From an optimization exercise on the open Yosys and OpenROAD flow, aimed at a short achievable clock period and few clock cycles per item; shortcuts taken in it are not production practice. In this exercise RTL edits were held to simulation tests only and were not proved equivalent to the original. Power is estimated from default activity; no workload was simulated.

## flow/config.mk

```make
export PLATFORM = sky130hd
export DESIGN_NAME = exec_unit
export DESIGN_NICKNAME = exec_unit
export VERILOG_FILES = /design/flow/design.v
export SDC_FILE = /design/flow/constraint.sdc
export NUM_CORES = 4
export LEC_CHECK = 0
export ABC_CLOCK_PERIOD_IN_PS = 2000
export CAP_MARGIN = 20
export CORE_MARGIN = 2
export CORE_UTILIZATION = 60
export CTS_CLUSTER_DIAMETER = 100
export CTS_CLUSTER_SIZE = 30
export SETUP_SLACK_MARGIN = 2.6
export SLEW_MARGIN = 20
export TNS_END_PERCENT = 100
```

## flow/constraint.sdc

```tcl
create_clock -name core_clock -period 5.0 [get_ports {clk_i}]
set_input_delay 1.0000 -clock core_clock [delete_from_list [all_inputs] [get_ports {clk_i}]]
set_output_delay 1.0000 -clock core_clock [all_outputs]
set_load 0.01 [all_outputs]
```

## flow/design.v

```verilog
`default_nettype none
package exec_pkg;
  typedef logic [31:0] word_t;       
  typedef logic [5:0]  op_t;         
  typedef logic [4:0]  reg_addr_t;   
  typedef logic [19:0] boffset_t;    
  typedef logic [3:0]  sel_t;        
  localparam op_t OP_LUI   = 6'd0;
  localparam op_t OP_AUIPC = 6'd1;
  localparam op_t OP_JAL   = 6'd2;
  localparam op_t OP_JALR  = 6'd3;
  localparam op_t OP_ADD   = 6'd4;
  localparam op_t OP_SUB   = 6'd5;
  localparam op_t OP_XOR   = 6'd6;
  localparam op_t OP_OR    = 6'd7;
  localparam op_t OP_AND   = 6'd8;
  localparam op_t OP_SLT   = 6'd9;
  localparam op_t OP_SLTU  = 6'd10;
  localparam op_t OP_SLL   = 6'd11;
  localparam op_t OP_SRL   = 6'd12;
  localparam op_t OP_SRA   = 6'd13;
  localparam op_t OP_LB    = 6'd14;
  localparam op_t OP_LH    = 6'd15;
  localparam op_t OP_LW    = 6'd16;
  localparam op_t OP_LBU   = 6'd17;
  localparam op_t OP_LHU   = 6'd18;
  localparam op_t OP_SB    = 6'd19;
  localparam op_t OP_SH    = 6'd20;
  localparam op_t OP_SW    = 6'd21;
  localparam op_t OP_BEQ   = 6'd22;
  localparam op_t OP_BNE   = 6'd23;
  localparam op_t OP_BLT   = 6'd24;
  localparam op_t OP_BGE   = 6'd25;
  localparam op_t OP_BLTU  = 6'd26;
  localparam op_t OP_BGEU  = 6'd27;
  typedef struct packed {
    word_t     pc;
    op_t       op;
    word_t     param1;   
    word_t     param2;   
    word_t     param3;   
    reg_addr_t rd;
  } exec_req_t;
  typedef struct packed {
    logic      result_write;   
    reg_addr_t result_addr;
    word_t     result;
    logic      branch;         
    boffset_t  boffset;        
  } exec_resp_t;
  typedef struct packed {
    word_t adr;
    word_t dat;
    logic  we;
    sel_t  sel;
    logic  stb;
    logic  cyc;
  } wb_req_t;
endpackage
`default_nettype wire
`timescale 1ns/1ps
`default_nettype none
module exec_unit (
  input  logic        clk_i,
  input  logic        rst_i,
  input  logic        req_valid_i,
  output logic        req_ready_o,
  input  logic [31:0] req_pc_i,
  input  logic [5:0]  req_op_i,
  input  logic [31:0] req_param1_i,
  input  logic [31:0] req_param2_i,
  input  logic [31:0] req_param3_i,
  input  logic [4:0]  req_rd_i,
  output logic        resp_valid_o,
  input  logic        resp_ready_i,
  output logic        resp_write_o,
  output logic [4:0]  resp_addr_o,
  output logic [31:0] resp_result_o,
  output logic        resp_branch_o,
  output logic [19:0] resp_boffset_o,
  output logic [31:0] wb_adr_o,
  output logic [31:0] wb_dat_o,
  output logic        wb_we_o,
  output logic [3:0]  wb_sel_o,
  output logic        wb_stb_o,
  output logic        wb_cyc_o,
  input  logic [31:0] wb_dat_i,
  input  logic        wb_ack_i
);
  localparam int D  = 8;    
  localparam int DW = 3;
  localparam int B  = 4;    
  localparam int BW = 2;
  logic [31:0] a, b, c, pc;
  logic [5:0]  op;
  assign a  = req_param1_i;
  assign b  = req_param2_i;
  assign c  = req_param3_i;
  assign pc = req_pc_i;
  assign op = req_op_i;
  logic rdy_q, acc;
  assign req_ready_o = rdy_q;
  assign acc         = req_valid_i & rdy_q;
  logic        d_lui, d_auipc, d_jal, d_add, d_sub, d_xor, d_or, d_and;
  logic        d_slt, d_sltu, d_sll, d_srl, d_sra, d_load, d_store, d_mem, d_br;
  logic        d_beq, d_bne, d_blt, d_bge, d_bltu, d_bgeu;
  logic [1:0]  d_size;     
  logic        d_sgn;
  logic [1:0]  lo2;
  logic [3:0]  d_sel;
  logic [31:0] d_wdat, d_sum, d_res;
  logic [32:0] d_diff;
  always_comb begin
    d_lui   = (op == 6'd0);
    d_auipc = (op == 6'd1);
    d_jal   = (op == 6'd2) || (op == 6'd3);
    d_add   = (op == 6'd4);
    d_sub   = (op == 6'd5);
    d_xor   = (op == 6'd6);
    d_or    = (op == 6'd7);
    d_and   = (op == 6'd8);
    d_slt   = (op == 6'd9);
    d_sltu  = (op == 6'd10);
    d_sll   = (op == 6'd11);
    d_srl   = (op == 6'd12);
    d_sra   = (op == 6'd13);
    d_load  = (op >= 6'd14) && (op <= 6'd18);
    d_store = (op >= 6'd19) && (op <= 6'd21);
    d_mem   = d_load || d_store;
    d_br    = (op >= 6'd22) && (op <= 6'd27);
    d_beq   = (op == 6'd22);
    d_bne   = (op == 6'd23);
    d_blt   = (op == 6'd24);
    d_bge   = (op == 6'd25);
    d_bltu  = (op == 6'd26);
    d_bgeu  = (op == 6'd27);
    case (op)
      6'd14, 6'd17, 6'd19: d_size = 2'd0;
      6'd15, 6'd18, 6'd20: d_size = 2'd1;
      default:             d_size = 2'd2;
    endcase
    d_sgn = (op == 6'd14) || (op == 6'd15);
    lo2   = a[1:0] + b[1:0];
    case (d_size)
      2'd0:    d_sel = 4'b0001 << lo2;
      2'd1:    d_sel = lo2[1] ? 4'b1100 : 4'b0011;
      default: d_sel = 4'b1111;
    endcase
    case (d_size)
      2'd0:    d_wdat = {4{c[7:0]}};
      2'd1:    d_wdat = {2{c[15:0]}};
      default: d_wdat = c;
    endcase
    d_sum  = a + b;
    d_diff = {1'b0, a} - {1'b0, b};
    d_res  = ({32{d_lui}}   & b)
           | ({32{d_auipc}} & (pc + b))
           | ({32{d_jal}}   & (pc + 32'd4))
           | ({32{d_add}}   & d_sum)
           | ({32{d_sub}}   & d_diff[31:0])
           | ({32{d_xor}}   & (a ^ b))
           | ({32{d_or}}    & (a | b))
           | ({32{d_and}}   & (a & b))
           | ({32{d_sll}}   & (a << b[4:0]))
           | ({32{d_srl | d_sra}} & 32'($signed({d_sra & a[31], a}) >>> b[4:0]));
  end
  logic          a_v;
  logic [DW-1:0] a_idx;
  logic [31:0]   a_res;
  logic          a_slt, a_sltu, a_jal, a_mem, a_wr;
  logic          a_beq, a_bne, a_blt, a_bge, a_bltu, a_bgeu;
  logic          a_eq, a_a31, a_b31, a_d31, a_d32;
  logic [19:0]   a_c20;
  logic [4:0]    a_rd;
  logic [DW-1:0] acc_ptr;
  always_ff @(posedge clk_i) begin
    a_idx  <= acc_ptr;
    a_res  <= d_res;
    a_slt  <= d_slt;
    a_sltu <= d_sltu;
    a_jal  <= d_jal;
    a_mem  <= d_mem;
    a_wr   <= !(d_store || d_br);
    a_beq  <= d_beq;
    a_bne  <= d_bne;
    a_blt  <= d_blt;
    a_bge  <= d_bge;
    a_bltu <= d_bltu;
    a_bgeu <= d_bgeu;
    a_eq   <= (a == b);
    a_a31  <= a[31];
    a_b31  <= b[31];
    a_d31  <= d_diff[31];
    a_d32  <= d_diff[32];
    a_c20  <= c[19:0];
    a_rd   <= req_rd_i;
  end
  logic lt_s, lt_u, taken;
  logic [31:0] a_out;
  always_comb begin
    lt_s  = (a_a31 != a_b31) ? a_a31 : a_d31;
    lt_u  = a_d32;
    taken = a_jal
          | (a_beq  &  a_eq) | (a_bne  & !a_eq)
          | (a_blt  &  lt_s) | (a_bge  & !lt_s)
          | (a_bltu &  lt_u) | (a_bgeu & !lt_u);
    a_out = {a_res[31:1], a_res[0] | (a_slt & lt_s) | (a_sltu & lt_u)};
  end
  logic [D-1:0]  rob_done;
  logic          rob_wr   [D];
  logic [4:0]    rob_rd   [D];
  logic [31:0]   rob_res  [D];
  logic          rob_br   [D];
  logic [19:0]   rob_bo   [D];
  logic [DW-1:0] rob_head;
  logic [DW:0]   cnt;        
  logic          stb_q;
  logic [31:0]   adr_q, dat_q;
  logic          we_q;
  logic [3:0]    sel_q;
  logic [DW-1:0] idx_q;
  logic [1:0]    size_q;
  logic          sgn_q;
  logic          done_bus;
  logic [31:0]   ld_d;
  assign done_bus = stb_q && wb_ack_i;
  logic rv_q, move;
  assign move = rob_done[rob_head] && (!rv_q || resp_ready_i);
  always_ff @(posedge clk_i) begin
    for (int i = 0; i < D; i++) begin
      if (a_v && a_idx == DW'(i)) begin
        rob_wr[i]  <= a_wr;
        rob_rd[i]  <= a_rd;
        rob_res[i] <= a_out;
        rob_br[i]  <= taken;
        rob_bo[i]  <= taken ? a_c20 : 20'd0;
      end else if (done_bus && !we_q && idx_q == DW'(i)) begin
        rob_res[i] <= ld_d;
      end
    end
  end
  always_ff @(posedge clk_i) begin
    if (rst_i) begin
      rob_done <= '0;
      rob_head <= '0;
      acc_ptr  <= '0;
      a_v      <= 1'b0;
    end else begin
      for (int i = 0; i < D; i++) begin
        if (a_v && a_idx == DW'(i)) begin
          rob_done[i] <= !a_mem;
        end else if (done_bus && idx_q == DW'(i)) begin
          rob_done[i] <= 1'b1;
        end else if (move && rob_head == DW'(i)) begin
          rob_done[i] <= 1'b0;
        end
      end
      a_v <= acc;
      if (acc)  acc_ptr  <= acc_ptr + 1'b1;
      if (move) rob_head <= rob_head + 1'b1;
    end
  end
  logic        r_wr, r_br;
  logic [4:0]  r_rd;
  logic [31:0] r_res;
  logic [19:0] r_bo;
  always_ff @(posedge clk_i) begin
    if (rst_i) begin
      rv_q <= 1'b0;
    end else if (move) begin
      rv_q <= 1'b1;
    end else if (resp_ready_i) begin
      rv_q <= 1'b0;
    end
    if (move) begin
      r_wr  <= rob_wr[rob_head];
      r_rd  <= rob_rd[rob_head];
      r_res <= rob_res[rob_head];
      r_br  <= rob_br[rob_head];
      r_bo  <= rob_bo[rob_head];
    end
  end
  assign resp_valid_o   = rv_q;
  assign resp_write_o   = r_wr;
  assign resp_addr_o    = r_rd;
  assign resp_result_o  = r_res;
  assign resp_branch_o  = r_br;
  assign resp_boffset_o = r_bo;
  logic [31:0]   bq_adr  [B];
  logic [31:0]   bq_dat  [B];
  logic          bq_we   [B];
  logic [3:0]    bq_sel  [B];
  logic [DW-1:0] bq_idx  [B];
  logic [1:0]    bq_size [B];
  logic          bq_sgn  [B];
  logic [BW-1:0] bq_head, bq_tail;
  logic [BW:0]   bq_cnt;
  logic bus_free, bq_empty, new_mem, issue_q, issue_new, push;
  assign bus_free  = !stb_q || wb_ack_i;
  assign bq_empty  = (bq_cnt == '0);
  assign new_mem   = acc && d_mem;
  assign issue_q   = bus_free && !bq_empty;
  assign issue_new = bus_free && bq_empty && new_mem;
  assign push      = new_mem && !issue_new;
  always_ff @(posedge clk_i) begin
    if (push) begin
      bq_adr[bq_tail]  <= d_sum;
      bq_dat[bq_tail]  <= d_wdat;
      bq_we[bq_tail]   <= d_store;
      bq_sel[bq_tail]  <= d_sel;
      bq_idx[bq_tail]  <= acc_ptr;
      bq_size[bq_tail] <= d_size;
      bq_sgn[bq_tail]  <= d_sgn;
    end
    if (issue_q) begin
      adr_q  <= bq_adr[bq_head];
      dat_q  <= bq_dat[bq_head];
      we_q   <= bq_we[bq_head];
      sel_q  <= bq_sel[bq_head];
      idx_q  <= bq_idx[bq_head];
      size_q <= bq_size[bq_head];
      sgn_q  <= bq_sgn[bq_head];
    end else if (issue_new) begin
      adr_q  <= d_sum;
      dat_q  <= d_wdat;
      we_q   <= d_store;
      sel_q  <= d_sel;
      idx_q  <= acc_ptr;
      size_q <= d_size;
      sgn_q  <= d_sgn;
    end
  end
  always_ff @(posedge clk_i) begin
    if (rst_i) begin
      stb_q   <= 1'b0;
      bq_head <= '0;
      bq_tail <= '0;
      bq_cnt  <= '0;
    end else begin
      if (bus_free) stb_q <= issue_q || issue_new;
      if (push)    bq_tail <= bq_tail + 1'b1;
      if (issue_q) bq_head <= bq_head + 1'b1;
      bq_cnt <= bq_cnt + (BW+1)'(push) - (BW+1)'(issue_q);
    end
  end
  assign wb_adr_o = adr_q;
  assign wb_dat_o = dat_q;
  assign wb_we_o  = we_q;
  assign wb_sel_o = sel_q;
  assign wb_stb_o = stb_q;
  assign wb_cyc_o = stb_q;
  logic [7:0]  lane_b;
  logic [15:0] lane_h;
  always_comb begin
    case (adr_q[1:0])
      2'd0:    lane_b = wb_dat_i[7:0];
      2'd1:    lane_b = wb_dat_i[15:8];
      2'd2:    lane_b = wb_dat_i[23:16];
      default: lane_b = wb_dat_i[31:24];
    endcase
    lane_h = adr_q[1] ? wb_dat_i[31:16] : wb_dat_i[15:0];
    case (size_q)
      2'd0:    ld_d = {{24{sgn_q & lane_b[7]}}, lane_b};
      2'd1:    ld_d = {{16{sgn_q & lane_h[15]}}, lane_h};
      default: ld_d = wb_dat_i;
    endcase
  end
  always_ff @(posedge clk_i) begin
    if (rst_i) begin
      cnt   <= '0;
      rdy_q <= 1'b1;
    end else begin
      cnt   <= cnt + (DW+1)'(acc) - (DW+1)'(move);
      rdy_q <= (((DW+1)'(cnt) + (DW+1)'(acc) - (DW+1)'(move)) < (DW+1)'(D))
            && (((BW+2)'(bq_cnt) + (BW+2)'(push) - (BW+2)'(issue_q)) < (BW+2)'(B));
    end
  end
endmodule
`default_nettype wire
```

## flow/run.sh

```bash
#!/bin/bash
# synth_recipe.tcl (not shown) runs the flow's synth.tcl, then flattens the netlist and writes it again
# the make line also repeats each setting of config.mk as NAME=value (left out here)
make -C /OpenROAD-flow-scripts/flow DESIGN_CONFIG=/design/flow/config.mk WORK_HOME=/design/flow/orfs CLKGATE_MAP_FILE= SYNTH_SCRIPT=/design/flow/synth_recipe.tcl finish
```

==> run notes, run 1 <==
* Status: finished clean
* Initial Utilization at between 60% and 70%
* Clock Skew at about 0.056 ns
* Die area at 89000 um^2
* Largest net degree at the start of global routing at 67
* Fin Hold WS at approximately 0.45 ns
* Max incr delay on CP at between 0.4 and 0.5 ns
* CTS Buf Count at 40
* Fraction of registers with async set/reset at 0%
* Crit-path max FO at 5
* Top_reg_cell synth: edfxtp_1
* Area of the mapped netlist at 52000 um^2
* Worst VDD drop at around 0.00035 V
* Cts hold-fix bufs at 0
* Crit path max-delay family: compound AO/OA/AOI/OAI gates
* Setup TNS at 0 ns
* Ys Warns at 6
* Crit end category: register
* Final ANT Viol Nets at 0
* Register area share after synthesis at 56.5%
* Detailed-route DRC error count at 0
* Crit path kind: input port to register
* Worst Hold Class: register to register
* First-pass GRT wire length at around 260 mm
* Slowest CP cell: a2111o_1
* Worst path cell trace: buf_16 > ha_4 > fa_2 > a21o_1 > a2111o_1 > buf_4 > a21o_1 > a21o_1 > a31o_4 > xnor2_4 > mux2_4
* CORE AREA at 85500 um^2
* GR Util All Layers at between 30% and 40%
* Mapped Cells at 4400
* Power density cells at 386 nW/um^2
* Sink Count at just over 1000
* Worst Tran Pin Value at approximately 1.3 ns
* Area grow syn2layout at 29.1%
* Leak pwr at 23.9 nW
* TritonCTS clock tree: done
* Number of global-route vias before repair at 40100
* Yosys cell types at 94
* Synth area leaders: edfxtp_1 52%, mux4_2 4.9%, dfxtp_1 4.1%, mux2_2 3.9%, ha_1 3.6%
* I/O Pins at 308
* Initial DRT Pass Iterations at 10
* Wirelength per Cell at a little over 30 um
* Synth top area share at a little over half
* Total vias in the final route at between 40000 and 50000
* I/O Buffers at approximately 310
* Root buffer cell: clkbuf_16
* Critical Path AT at approximately 3.6 ns
* Nets at around 5300
* Buffers & Inverters on Critical Path at 2
* Synthesized flop and latch total at between 1000 and 1500
* Mapped Avg Cell Area at 11.8 um^2
* Row cnt at about 110
* Vias/cell at between 6 and 7
* Clk latency of the worst-skew pair at 0.65 ns
* Commonest cells after routing, fill and taps aside: 906 x edfxtp_1, 423 x nand2_1, 347 x buf_4
* Total wire length at about 190 mm
* Post-Place Cells at 5705
* Clock-pin slew on the worst setup and hold paths at ~0.11 ns
* RSZ-0062 raised after global routing: true
* Final setup vio count at 0
* Maximum buffer depth of the clock tree at 3
* Slew Limit Fails at 0
* GRT overflow at 0
* Final hold vios at 0
* Iteration-0 DRC Markers at around 6900
* # Max-Cap Violations at 0
* Max_slew headroom at 11.5%
* Initial antenna violation count at 10
* H-tree depth at 2
* Tcrit/Tclk final at between 60% and 70%
* Required @ worst endpoint at 5.38 ns
* Post-Syn Nets at 4729
* EDFF count, synth at ~900
* Die H at 298 um
* Layout Cells excl Fill at 6201
* Die width at 298 um
* Commonest non-fill, non-tap cell in the layout: edfxtp_1
* Share of cells above drive strength 1 at between 30% and 40%
* Post-DP HPWL at about 120 mm
* CP Launch Type: input port
* Fmax at 312 MHz
* CP most frequent cell: a21o_1
* Min Tclk post-route at ~3.2 ns
* Yosys top cell by area: edfxtp_1
* GP Congestion at around 1.1
## layout make-up
class	instances	area, um^2
diodes	5	12.5
clock buffers	68	1130
clock inverters	6	87.6
fillers	5190	18400
inverters	141	694
multi-input cells	2939	25500
flip-flops and latches	1013	29400
well taps	1144	1430
repair buffers	882	8860
repair inverters	3	45.0
## what timing repair did
item                                     CTS  global route
endpoints found under the setup margin  1441           621
resized for setup                       1433           356
buffers inserted                         286           107
cloned                                    18             6
pin swaps                                220           205
endpoints found under the hold margin      0             0
## synth_stat cells, types with 45 or more instances
cell	n
mux4_2	112
ha_1	148
a21oi_1	323
mux2_2	179
a22oi_1	51
inv_1	135
edfxtp_1	906
o21ai_0	265
nor2_1	390
a21o_1	45
mux2i_1	62
xnor2_1	78
a41oi_1	58
nand2_1	487
a222oi_1	61
nand3_1	50
buf_1	61
dfxtp_1	107
clkbuf_1	195
## sequential cells by signal (all words and copies together) (netlist names), 12 cells and up, named ones only
name,flops
bq_sel,16
bq_adr,128
rob_bo,160
a_c20,20
bq_idx,12
rob_res,256
r_res,32
bq_dat,128
adr_q,32
dat_q,32
a_res,32
rob_rd,40
r_bo,20
## power by group
group          internal (mW)  total (mW)  switching (mW)
sequential              10.8        11.4           0.547
clock                   1.61        4.15            2.55
combinational           4.46        10.4            5.95
## path summary, 6_finish.rpt
kind	from	end	slack (ns)	depth (start not counted)
setup / recovery	req_param2_i[0]	adr_q[10]	1.79	11
setup reg to reg	bq_cnt[1]	rdy_q	2.21	14
hold / removal	acc_ptr[2]	a_idx[2]	0.45	0
hold reg to reg	acc_ptr[2]	a_idx[2]	0.45	0
## logic make-up (layout without fill, tap and decap cells)
| kind of cell | after synthesis | after routing | synth area share, % |
|---|---|---|---|
| AO/OA/AOI/OAI | 1133 | 1134 | 14.3 |
| XOR/XNOR | 114 | 114 | 1.92 |
| adder cells (fa/ha/maj) | 153 | 153 | 3.76 |
| buffers and inverters | 455 | 1100 | 3.58 |
| flip-flops | 1013 | 1013 | 56.5 |
| multiplexers | 358 | 358 | 10.1 |
| other | 0 | 5 | 0 |
| AND/OR/NAND/NOR | 1174 | 1180 | 9.82 |
## per-stage QoR
| step | utilization, % | instance area, um^2 | worst slack [ns] | power [mW] |
|---|---|---|---|---|
| 2_1_floorplan | - | 52500 | 1.44 | 16.4 |
| 4_1_cts | 75.6 | 64700 | 1.82 | 25.0 |
| 3_3_place_gp | 66.7 | 57000 | 0.299 | 19.7 |
| 5_1_grt | 78.4 | 67100 | 1.74 | 26.8 |
| 3_5_place_dp | 66.7 | 57000 | 0.343 | 19.8 |
| 6_report | 78.4 | 67100 | 1.79 | 25.9 |
## metal layers
layer | routed length (um) | track usage, % | share of wire, %
met1 | 67200 | 53.2 | 36
met2 | 85200 | 62.5 | 46
met3 | 22700 | 8.74 | 12
met4 | 12000 | 20.3 | 6.4
met5 | 13 | 0 | 0.0069
Testbench counts, summed over its fixed seeds: cycles 24,097, items 24,000.
==> run 2, diff against run 1 <==
--- a/flow/config.mk
+++ b/flow/config.mk
@@ -8,9 +8,7 @@
 export ABC_CLOCK_PERIOD_IN_PS = 2000
 export CAP_MARGIN = 20
 export CORE_MARGIN = 2
-export CORE_UTILIZATION = 60
-export CTS_CLUSTER_DIAMETER = 100
-export CTS_CLUSTER_SIZE = 30
+export CORE_UTILIZATION = 40
 export SETUP_SLACK_MARGIN = 2.6
 export SLEW_MARGIN = 20
 export TNS_END_PERCENT = 100
==> run 2 against run 1 <==
Net effect:
- critical endpoint is now a_res[31]
- area after synthesis is the same
- total power grew 15%
- register-to-register slack lost 0.09 ns
- still clean on timing, DRC and antenna
- die area grew 49%
- non-clock buffer count grew 16
- worst hold slack gained 0.027 ns
- synthesized cell count is the same
==> run notes, run 2 <==
* Die area at 133000 um^2
* Final setup vio count at 0
* Wirelength per Cell at about 28 um
* Largest net degree at the start of global routing at 65
* Crit path kind: input port to register
* Setup ws final at ~1.7 ns
* H-tree depth at 3
* Cell area after placement at roughly 58000 um^2
* Largest register FFs at approximately 260
* Power consumption at 29.7 mW
* Maximum buffer depth of the clock tree at 3
* Area of the mapped netlist at about 52000 um^2
* Total wire length at around 200 mm
* Sink Count at between 1000 and 1500
* Synth top cells by count: 906 x edfxtp_1, 487 x nand2_1, 390 x nor2_1
* Initial Utilization at approximately two fifths
* Status: finished clean
* RSZ-0062 raised after global routing: true
* Nets at 5429
* Yosys cell types at 94
* Post-Syn Nets at 4729
* Setup TNS at 0 ns
* Share of power burned in registers at between 30% and 40%
* Iteration-0 DRC Markers at about 5300
* Yosys top cell by area: edfxtp_1
* Clock-pin slew on the worst setup and hold paths at 0.06 ns
* Row cnt at between 100 and 150
* I/O Pins at just over 300
* Switching power total at 9.89 mW
* Final hold vios at 0
* Combinational power share at 34.8%
* CORE AREA at around 130000 um^2
* EDFF count, synth at around 910
* Crit-path max FO at 6
* Fin Hold WS at about 0.47 ns
* Worst Hold Class: register to register
* Sw Share at 33.3%
* Worst Tran Pin Value at 1.00 ns
* Final ANT Viol Nets at 0
* Root buffer cell: clkbuf_16
* Clk latency of the worst-skew pair at just over 0.7 ns
* Vias/cell at between 6 and 7
* Top_reg_cell synth: edfxtp_1
* Detailed-route DRC error count at 0
* Slew Limit Fails at 0
* Commonest non-fill, non-tap cell in the layout: edfxtp_1
* Min Tclk post-route at 3.29 ns
* Post-DP HPWL at 126 mm
* GRT overflow at 0
* Pint at ~20 mW
* Critical Path AT at just under 4 ns
* Worst VDD drop at 0.000361 V
* Post-layout util at a little over half
* Required @ worst endpoint at ~5.6 ns
* Setup WS pre-CTS at between 0.0015 and 0.002 ns
* Initial DRT Pass Iterations at 7
* Commonest cells after routing, fill and taps aside: 906 x edfxtp_1, 429 x nand2_1, 390 x buf_4
* Proportion of power drawn by the clock network at roughly 27%
* CTS Buf Count at between 100 and 150
* Synthesized flop and latch total at 1013
* GP Congestion at 1.07
* Max_slew headroom at 32.6%
* Power density cells at 427 nW/um^2
* Reg2Reg Depth at 14
* Layout Cells excl Fill at a little under 7000
* Crit end category: register
* Mapped Avg Cell Area at approximately 12 um^2
* Die H at ~360 um
* Die width at 364 um
* Leak pwr at about 25 nW
* Fraction of registers with async set/reset at 0%
* Fmax at 304 MHz
* Synth top area share at approximately 52%
* Clock Skew at between 0.04 and 0.05 ns
* # Max-Cap Violations at 0
* TritonCTS clock tree: done
* Number of global-route vias before repair at approximately 39000
* Top flop regs: rob_res: 256 flops, rob_bo: 160 flops
* First-pass GRT wire length at ~280 mm
* Mapped Cells at between 4000 and 5000
* Initial antenna violation count at 8
* Share of cells above drive strength 1 at between 30% and 40%
* Final Instance Area at approximately 70000 um^2
* Post-Place Cells at 6327
* CP Launch Type: input port
* Cts hold-fix bufs at 0
* Area grow syn2layout at 33.8%
* I/O Buffers at just over 300
* Tcrit/Tclk final at between 60% and 70%
* Ys Warns at 6
* Count leader, synth: edfxtp_1
* Register area share after synthesis at 56.5%
* Synth area leaders: edfxtp_1 52%, mux4_2 4.9%, dfxtp_1 4.1%, mux2_2 3.9%, ha_1 3.6%
* Largest Register: rob_res
* GR Util All Layers at between 20% and 30%
* Total vias in the final route at between 40000 and 50000
* Hold path depth at 0
==> run 2: cell counts after synthesis <==
No cell type changed its count.
==> run 2: kinds of logic (layout without fill, tap and decap cells) <==
kind of cell    count (synthesis)  in the layout  synth area share (%)
simple gates                 1174           1181                  9.82
compound gates               1133           1134                  14.3
flops                        1013           1013                  56.5
buf+inv                       455           1234                  3.58
mux                           358            358                  10.1
fa+ha+maj                     153            153                  3.76
xor+xnor                      114            114                  1.92
other cells                     0              1                     0
==> run 2: per-layer routing <==
layer / vias to the layer above / GRT usage [%] / part of all wire [%]
li1: 18100 / - / -
met1: 20700 / 39.6 / 40
met2: 2388 / 43.5 / 44
met3: 506 / 5.49 / 9.8
met4: 6 / 13.1 / 5.5
met5: - / 0 / 0.023
==> run 2: worst max-delay path, cell delays in order <==
cell      delay, ns
buf_6          0.07
buf_8          0.12
buf_4          0.12
buf_4          0.10
nand2b_4       0.12
buf_4          0.12
nor3_4         0.06
buf_12         0.14
buf_2          0.18
buf_4          0.16
a31o_2         0.22
o21ai_0        0.78
and3_1         0.28
nand4_1        0.12
a211o_1        0.25
==> run 2: timing repair <==
item / in CTS / in global routing
endpoints found under the setup margin: 1654 / 689
buffers inserted: 272 / 113
cloned: 21 / 4
resized for setup: 1449 / 326
pin swaps: 240 / 157
==> run 2: final cells by class <==
type,instances,area [um^2]
Fill cell,10900,59600
Tap cell,1742,2180
Clock inverter,63,726
Antenna cell,1,2.50
Multi-Input combinational cell,2940,25000
Timing Repair inverter,3,36.3
Inverter,141,678
Clock buffer,129,2780
Sequential cell,1013,29400
Timing Repair Buffer,898,8790
==> run 2: power groups by stage <==
| stage | clock (mW) | combinational, mW | sequential [mW] |
|---|---|---|---|
| 5_1_grt | 8.35 | 11.0 | 11.5 |
| 2_1_floorplan | 0 | 4.95 | 11.5 |
| 3_5_place_dp | 0 | 8.25 | 11.8 |
| 4_1_cts | 8.05 | 9.56 | 11.5 |
| 6_report | 7.95 | 10.3 | 11.4 |
| 3_3_place_gp | 0 | 8.17 | 11.8 |
==> run 2: final timing paths <==
kind | slack (ns) | endpoint | start
worst max register to register | 2.12 | rdy_q | bq_cnt[1]
worst min-delay path | 0.47 | a_idx[2] | acc_ptr[2]
worst min register to register | 0.47 | a_idx[2] | acc_ptr[2]
worst max-delay path | 1.71 | a_res[31] | req_op_i[1]

-- port drivers added, routing unchanged --
The results above use ideal ports. As a check the final layouts listed here were re-extracted and re-timed, cells and wires unchanged.
Step 1: set_driving_cell puts a clkbuf_16 on clk_i and a buf_2 on each other input, an assumption about the parent block.
Step 2 times the ports against the registers' clock, not the clock port: input delays grow and output delays shrink by t, the midpoint of the rising clock arrivals with the driver on.
Slacks: no drivers / after step 1 / after step 2; pairs: no drivers / after step 1.
| run | shift t [ns] | slack for setup (ns) | worst setup path at the end | worst slew at a driven data input, ns |
|---|---|---|---|---|
| run 1 | 0.697 | 1.794 / 1.714 / 1.018 | input to register | 0.18 |
| run 2 | 0.756 | 1.706 / 1.739 / 0.983 | input to register | 0.16 |
After both steps setup and hold are still met in every run listed. The setup slack of run 1, which loses most, moves by -0.080 ns with the drivers and by -0.776 ns with both steps.
